This design comes from an exercise in tuning for small area on the open sky130 flow, not from production work. RTL that was checked went through simulation tests only; none was proved equivalent to the original. The flow treats the clock pin as an ideal source, which a real chip does not have. Power and IR drop assume default switching activity.

## regfile_2r2w
module regfile_2r2w (
    input  logic        clk,
    input  logic        rst_n,
    input  logic [9:0]  rd_addr,     
    output logic [63:0] rd_data,     
    output logic [1:0]  rd_busy,
    input  logic [1:0]  wr_en,
    input  logic [9:0]  wr_addr,     
    input  logic [63:0] wr_data,     
    input  logic        rsv_en,
    input  logic [4:0]  rsv_addr,
    input  logic        flush,
    output logic [5:0]  busy_count
);
    logic [31:0] wd0, wd1n;
    logic [3:0]  wlo [2];          
    logic [7:0]  whi [2];          
    logic [3:0]  rlo [2];          
    logic [7:0]  rhi [2];
    logic [3:0]  slo;              
    logic [7:0]  shi;
    logic        flush_n;
    logic [31:1] hn, w0n, w1;      
    logic        live;             
    logic [31:1] valid;            
    logic [31:1] vis;              
    logic [31:1] busy, busy_d;     
    logic [4:0]  count;            
    logic [31:1] free;             
    logic [31:0] q  [1:31];        
    logic [31:0] dn [1:31];        
    assign wd0  = wr_data[31:0];
    assign wd1n = ~wr_data[63:32];
  ...
Size: about 4,900 cells after synthesis, roughly 1,100 flip-flops, about 170 I/O pins, about 47,000 um^2 of cells after synthesis.
clock: 8.0 ns
lec_check: 0
cap_margin: 20
core_margin: 2
core_utilization: 50
gpl_timing_driven: 0
place_density: 0.6
setup_slack_margin: 0.4
slew_margin: 5
synth_hierarchical: 1
synth_minimum_keep_size: 0
standard.sh (not shown) runs the stock make flow with config.mk's settings and CLKGATE_MAP_FILE= SYNTH_SCRIPT=/design/flow/synth_recipe.tcl, a recipe that flattens the netlist after the stock synthesis.
==> flow/flow/run.sh <==
#!/bin/bash
# Own layout flow: the standard ORFS flow (standard synthesis unchanged),
# with layout-only settings changed:
#  - gates start the layout at drive strength 1 (flow/downsize.tcl, run at the
#    end of floorplan, which also removes synthesis buffers);
#  - after placement, flow/size_drivers.tcl sizes up the drivers of nets with
#    slow slews before repair_design, which then has little left to buffer;
#  - port buffers are buf_1;
#  - the clock tree uses clkbuf_4 buffers over small sink clusters,
#    without dummy loads; flow/post_cts.tcl then sizes up any leaf buffer whose
#    flip-flop clock pins would see too slow a slew.
set -euo pipefail
here=$(pwd)
bash standard.sh \
    "POST_FLOORPLAN_TCL=$here/flow/downsize.tcl" \
    "PRE_RESIZE_TCL=$here/flow/size_drivers.tcl" \
    "POST_CTS_TCL=$here/flow/post_cts.tcl" \
    "BUFFER_PORTS_ARGS=-buffer_cell sky130_fd_sc_hd__buf_1" \
    "CTS_ARGS=-sink_clustering_enable -repair_clock_nets -dont_use_dummy_load -buf_list {sky130_fd_sc_hd__clkbuf_4} -sink_clustering_size 14 -sink_clustering_max_diameter 80" \
    finish > standard_flow.log 2>&1
==> flow/flow/post_cts.tcl <==
set clk_slew_target_ps 110.0
set clk_sizes {sky130_fd_sc_hd__clkbuf_1 sky130_fd_sc_hd__clkbuf_2 sky130_fd_sc_hd__clkbuf_4 sky130_fd_sc_hd__clkbuf_8 sky130_fd_sc_hd__clkbuf_16}
proc clk_pin_worst_slew_ps {pin} {
    set worst 0.0
    foreach edge {rise fall} {
        foreach analysis {min max} {
            set s [get_property $pin slew_${analysis}_$edge]
            if {[string is double -strict $s]} {
                set worst [expr {max($worst, [sta::time_ui_sta $s] * 1e12)}]
            }
        }
    }
    return $worst
}
for {set pass 0} {$pass < 4} {incr pass} {
    estimate_parasitics -placement
    set slow [dict create]
    set worst_all 0.0
    foreach pin [all_registers -clock_pins -edge_triggered] {
        set w [clk_pin_worst_slew_ps $pin]
        set worst_all [expr {max($worst_all, $w)}]
        if {$w <= $clk_slew_target_ps} { continue }
        set net [get_nets -of_objects $pin]
        foreach dp [get_pins -quiet -of_objects $net -filter "direction==output"] {
            dict set slow [get_full_name [get_cells -of_objects $dp]] 1
        }
    }
    puts "post_cts.tcl: pass $pass, worst clock-pin slew [format %.1f $worst_all] ps, [dict size $slow] drivers to size up"
    if {[dict size $slow] == 0} { break }
    foreach name [dict keys $slow] {
        set inst [get_cells $name]
        set ref [get_property $inst ref_name]
        set i [lsearch $clk_sizes $ref]
        if {$i < 0 || $i == [llength $clk_sizes] - 1} { continue }
        replace_cell $inst [lindex [get_lib_cells */[lindex $clk_sizes [expr {$i + 1}]]] 0]
    }
}
==> flow/flow/size_drivers.tcl <==
estimate_parasitics -placement
set sd_target_ns 1.2
proc sd_slew_ns {pin} {
    set w 0.0
    foreach e {rise fall} {
        set s [get_property $pin slew_max_$e]
        if {[string is double -strict $s]} { set w [expr {max($w, [sta::time_ui_sta $s] * 1e9)}] }
    }
    return $w
}
proc sd_family {ref} {
    if {![regexp {^(sky130_fd_sc_hd__[a-z0-9]+)_([0-9]+)$} $ref -> base drive]} { return {} }
    set out {}
    foreach d {1 2 3 4 6 8 12 16} {
        if {$d <= $drive} { continue }
        set lc [get_lib_cells -quiet */${base}_$d]
        if {[llength $lc] && ![get_property [lindex $lc 0] dont_use]} { lappend out [lindex $lc 0] }
    }
    return $out
}
set sd_count 0
set sd_area0 [rsz::design_area]
for {set pass 0} {$pass < 2} {incr pass} {
    foreach inst [get_cells *] {
        set ref [get_property $inst ref_name]
        if {[regexp {__(df|edf|sdf|dl|tap|fill|decap|conb|clk)} $ref]} { continue }
        foreach pin [get_pins -of_objects $inst -filter "direction==output"] {
            if {[sd_slew_ns $pin] <= $sd_target_ns} { continue }
            foreach lc [sd_family [get_property $inst ref_name]] {
                replace_cell $inst $lc
                incr sd_count
                if {[sd_slew_ns $pin] <= $sd_target_ns} { break }
            }
        }
    }
}
puts "size_drivers.tcl: $sd_count resizes, area +[format %.1f [expr {([rsz::design_area] - $sd_area0) * 1e12}]] um2"
Other scripts of this flow, unchanged in this note and not shown: flow/flow/downsize.tcl
The first run went through all stages and came out clean.
Then changed:
--- a/flow/flow/post_cts.tcl
+++ b/flow/flow/post_cts.tcl
@@ -1,3 +1,3 @@
-set clk_slew_target_ps 110.0
+set clk_slew_target_ps 105.0
 set clk_sizes {sky130_fd_sc_hd__clkbuf_1 sky130_fd_sc_hd__clkbuf_2 sky130_fd_sc_hd__clkbuf_4 sky130_fd_sc_hd__clkbuf_8 sky130_fd_sc_hd__clkbuf_16}
 proc clk_pin_worst_slew_ps {pin} {
--- a/flow/flow/size_drivers.tcl
+++ b/flow/flow/size_drivers.tcl
@@ -1,4 +1,4 @@
 estimate_parasitics -placement
-set sd_target_ns 1.2
+set sd_target_ns 1.0
 proc sd_slew_ns {pin} {
     set w 0.0
--- a/flow/config.mk
+++ b/flow/config.mk
@@ -12,5 +12,5 @@
 export PLACE_DENSITY = 0.6
 export SETUP_SLACK_MARGIN = 0.4
-export SLEW_MARGIN = 5
+export SLEW_MARGIN = 10
 export SYNTH_HIERARCHICAL = 1
 export SYNTH_MINIMUM_KEEP_SIZE = 0
Global-route usage hardly moves.
Maximum frequency grows by about 0.75%.
Wire length hardly moves.
Total power hardly moves.
Synthesized area is unchanged.
Clock power stays flat.
Register-to-register slack loses 20 ps.
Clock-buffer cell count stays the same.
Worst hold slack loses 14 ps.
Then changed:
--- a/flow/flow/size_drivers.tcl
+++ b/flow/flow/size_drivers.tcl
@@ -1,4 +1,4 @@
 estimate_parasitics -placement
-set sd_target_ns 1.0
+set sd_target_ns 1.1
 proc sd_slew_ns {pin} {
     set w 0.0
--- a/flow/config.mk
+++ b/flow/config.mk
@@ -8,7 +8,7 @@
 export CAP_MARGIN = 20
 export CORE_MARGIN = 2
-export CORE_UTILIZATION = 50
+export CORE_UTILIZATION = 55
 export GPL_TIMING_DRIVEN = 0
-export PLACE_DENSITY = 0.6
+export PLACE_DENSITY = 0.65
 export SETUP_SLACK_MARGIN = 0.4
 export SLEW_MARGIN = 10
Design area came out lower by 0.50%; non-clock buffer count climbs by 2; total power fell by 0.36%.
Then changed:
--- a/flow/config.mk
+++ b/flow/config.mk
@@ -8,7 +8,7 @@
 export CAP_MARGIN = 20
 export CORE_MARGIN = 2
-export CORE_UTILIZATION = 55
+export CORE_UTILIZATION = 50
 export GPL_TIMING_DRIVEN = 0
-export PLACE_DENSITY = 0.65
+export PLACE_DENSITY = 0.6
 export SETUP_SLACK_MARGIN = 0.4
 export SLEW_MARGIN = 10
- The changed run produced a clean layout
- hold slack is worse by 48 ps
- clock power climbs by about 3%
- cell count climbs by 2.0%
- core utilization drops by 5.3 points
- non-clock buffer count drops by 1
- synthesized area does not change
- final area climbs by 0.40%

* * *

Another version of the RTL of regfile_2r2w (not shown whole).
Size: roughly 1100 flip-flops, about 170 I/O pins, ~47000 sq um of cells after synthesis.
export LEC_CHECK = 0
export CAP_MARGIN = 20
export CORE_MARGIN = 2
export CORE_UTILIZATION = 40
export PLACE_DENSITY = 0.5
export SETUP_SLACK_MARGIN = 0.2
export SLEW_MARGIN = 20
export SYNTH_HIERARCHICAL = 1
export SYNTH_MINIMUM_KEEP_SIZE = 0
create_clock -name core_clock -period 8.0 [get_ports {clk}]
==> flow/flow/run.sh <==
#!/bin/bash
# Own layout flow: the standard ORFS flow (standard synthesis unchanged),
# with layout-only settings changed:
#  - gates start the layout at drive strength 1 (flow/downsize.tcl, run at the
#    end of floorplan); the standard repairs then size or buffer as needed;
#  - port buffers are buf_1;
#  - the clock tree uses clkbuf_8 buffers over small sink clusters,
#    without dummy loads; flow/post_cts.tcl then sizes up any leaf buffer whose
#    flip-flop clock pins would see too slow a slew.
set -euo pipefail
here=$(pwd)
bash standard.sh \
    "POST_FLOORPLAN_TCL=$here/flow/downsize.tcl" \
    "POST_CTS_TCL=$here/flow/post_cts.tcl" \
    "BUFFER_PORTS_ARGS=-buffer_cell sky130_fd_sc_hd__buf_1" \
    "CTS_ARGS=-sink_clustering_enable -repair_clock_nets -dont_use_dummy_load -buf_list {sky130_fd_sc_hd__clkbuf_8} -sink_clustering_size 12 -sink_clustering_max_diameter 60" \
    finish > standard_flow.log 2>&1
==> flow/flow/downsize.tcl <==
# Hook run at the end of floorplan: set every combinational gate to the
# drive strength 1 variant of its function (synthesis sizes gates without
# knowing the layout). Placement's repair_design and the timing repairs then
# size up or buffer whatever the layout needs.
set n_down 0
foreach inst [get_cells *] {
    set ref [get_property $inst ref_name]
    if {![regexp {^(sky130_fd_sc_hd__[a-z0-9]+)_([0-9]+)$} $ref -> base drive]} { continue }
    if {$drive <= 1} { continue }
    if {[regexp {__(df|edf|sdf|dl|tap|fill|decap|conb|clk)} $base]} { continue }
    set target [get_lib_cells -quiet */${base}_1]
    if {[llength $target] == 0} { continue }
    replace_cell $inst [lindex $target 0]
    incr n_down
}
puts "downsize.tcl: set $n_down gates to drive strength 1"
Other scripts of this flow, unchanged in this note and not shown: flow/flow/post_cts.tcl
The first run finished clean.
Next try:
--- a/flow/flow/run.sh
+++ b/flow/flow/run.sh
@@ -5 +5,3 @@
-#    end of floorplan); the standard repairs then size or buffer as needed;
+#    end of floorplan, which also removes synthesis buffers);
+#  - after placement, flow/size_drivers.tcl sizes up the drivers of nets with
+#    slow slews before repair_design, which then has little left to buffer;
@@ -7 +9 @@
-#  - the clock tree uses clkbuf_8 buffers over small sink clusters,
+#  - the clock tree uses clkbuf_4 buffers over small sink clusters,
@@ -13,0 +16 @@
+    "PRE_RESIZE_TCL=$here/flow/size_drivers.tcl" \
@@ -16 +19 @@
-    "CTS_ARGS=-sink_clustering_enable -repair_clock_nets -dont_use_dummy_load -buf_list {sky130_fd_sc_hd__clkbuf_8} -sink_clustering_size 12 -sink_clustering_max_diameter 60" \
+    "CTS_ARGS=-sink_clustering_enable -repair_clock_nets -dont_use_dummy_load -buf_list {sky130_fd_sc_hd__clkbuf_4} -sink_clustering_size 14 -sink_clustering_max_diameter 80" \
--- a/flow/flow/downsize.tcl
+++ b/flow/flow/downsize.tcl
@@ -4,0 +5,2 @@
+# Synthesis buffers go first: placement repairs buffer what the layout needs.
+remove_buffers
==> flow/flow/size_drivers.tcl (new file) <==
estimate_parasitics -placement
set sd_target_ns 1.0
proc sd_slew_ns {pin} {
    set w 0.0
    foreach e {rise fall} {
        set s [get_property $pin slew_max_$e]
        if {[string is double -strict $s]} { set w [expr {max($w, [sta::time_ui_sta $s] * 1e9)}] }
    }
    return $w
}
proc sd_family {ref} {
    if {![regexp {^(sky130_fd_sc_hd__[a-z0-9]+)_([0-9]+)$} $ref -> base drive]} { return {} }
    set out {}
    foreach d {1 2 3 4 6 8 12 16} {
        if {$d <= $drive} { continue }
        set lc [get_lib_cells -quiet */${base}_$d]
        if {[llength $lc] && ![get_property [lindex $lc 0] dont_use]} { lappend out [lindex $lc 0] }
    }
    return $out
}
set sd_count 0
set sd_area0 [rsz::design_area]
for {set pass 0} {$pass < 2} {incr pass} {
    foreach inst [get_cells *] {
        set ref [get_property $inst ref_name]
        if {[regexp {__(df|edf|sdf|dl|tap|fill|decap|conb|clk)} $ref]} { continue }
        foreach pin [get_pins -of_objects $inst -filter "direction==output"] {
            if {[sd_slew_ns $pin] <= $sd_target_ns} { continue }
            foreach lc [sd_family [get_property $inst ref_name]] {
                replace_cell $inst $lc
                incr sd_count
                if {[sd_slew_ns $pin] <= $sd_target_ns} { break }
            }
        }
    }
}
puts "size_drivers.tcl: $sd_count resizes, area +[format %.1f [expr {([rsz::design_area] - $sd_area0) * 1e12}]] um2"
--- a/flow/config.mk
+++ b/flow/config.mk
@@ -10,0 +11 @@
+export GPL_TIMING_DRIVEN = 0
What happened: Count of clock-buffer cells in the layout fell by 27; routed wire length fell by 8.2%; non-clock buffer count fell by 282; global-route usage fell by 4.0 points; worst setup slack loses 0.24 ns; die area stays the same; sequential power barely changes.
Function was not checked in any run of this note: the RTL went through the layout flow alone.

separate check: timing with driven ports:
How much do the figures lean on ideal ports? The routed layouts below were timed once more, with nothing changed but the port constraints.
Step 1 (the two cells are an assumption about what drives the block):
set clk [get_ports {clk}]
set_driving_cell -lib_cell sky130_fd_sc_hd__clkbuf_16 $clk
set_driving_cell -lib_cell sky130_fd_sc_hd__buf_2 [delete_from_list [all_inputs] $clk]
Step 2 times the ports against the registers' clock, not the clock port: input delays grow and output delays shrink by t, the midpoint of the rising clock arrivals with the driver on.
a / b / c = ideal ports / drivers / drivers and shift; a / b = the first two.
| run | t (ns) | setup WS [ns] | worst setup path after step 2 | worst data-port slew with drivers (ns) |
|---|---|---|---|---|
| the first run of note 1 | 1.077 | 0.206 / 0.176 / 0.176 | input to output | 0.13 |
| the second run of note 1 | 1.110 | 0.264 / 0.241 / 0.241 | input to output | 0.09 |
| the third run of note 1 | 1.062 | 0.336 / 0.279 / 0.279 | input to output | 0.08 |
| the fourth run of note 1 | 1.091 | 0.194 / 0.124 / 0.124 | input to output | 0.10 |
| the first run of note 2 | 0.888 | 0.488 / 0.445 / 0.445 | input to output | 0.07 |
| the second run of note 2 | 1.172 | 0.248 / 0.218 / 0.218 | input to output | 0.09 |
After both steps every run listed still meets setup and hold. For the fourth run of note 1, which loses most, drivers alone change the setup slack by -0.070 ns; drivers and shift together by -0.070 ns.
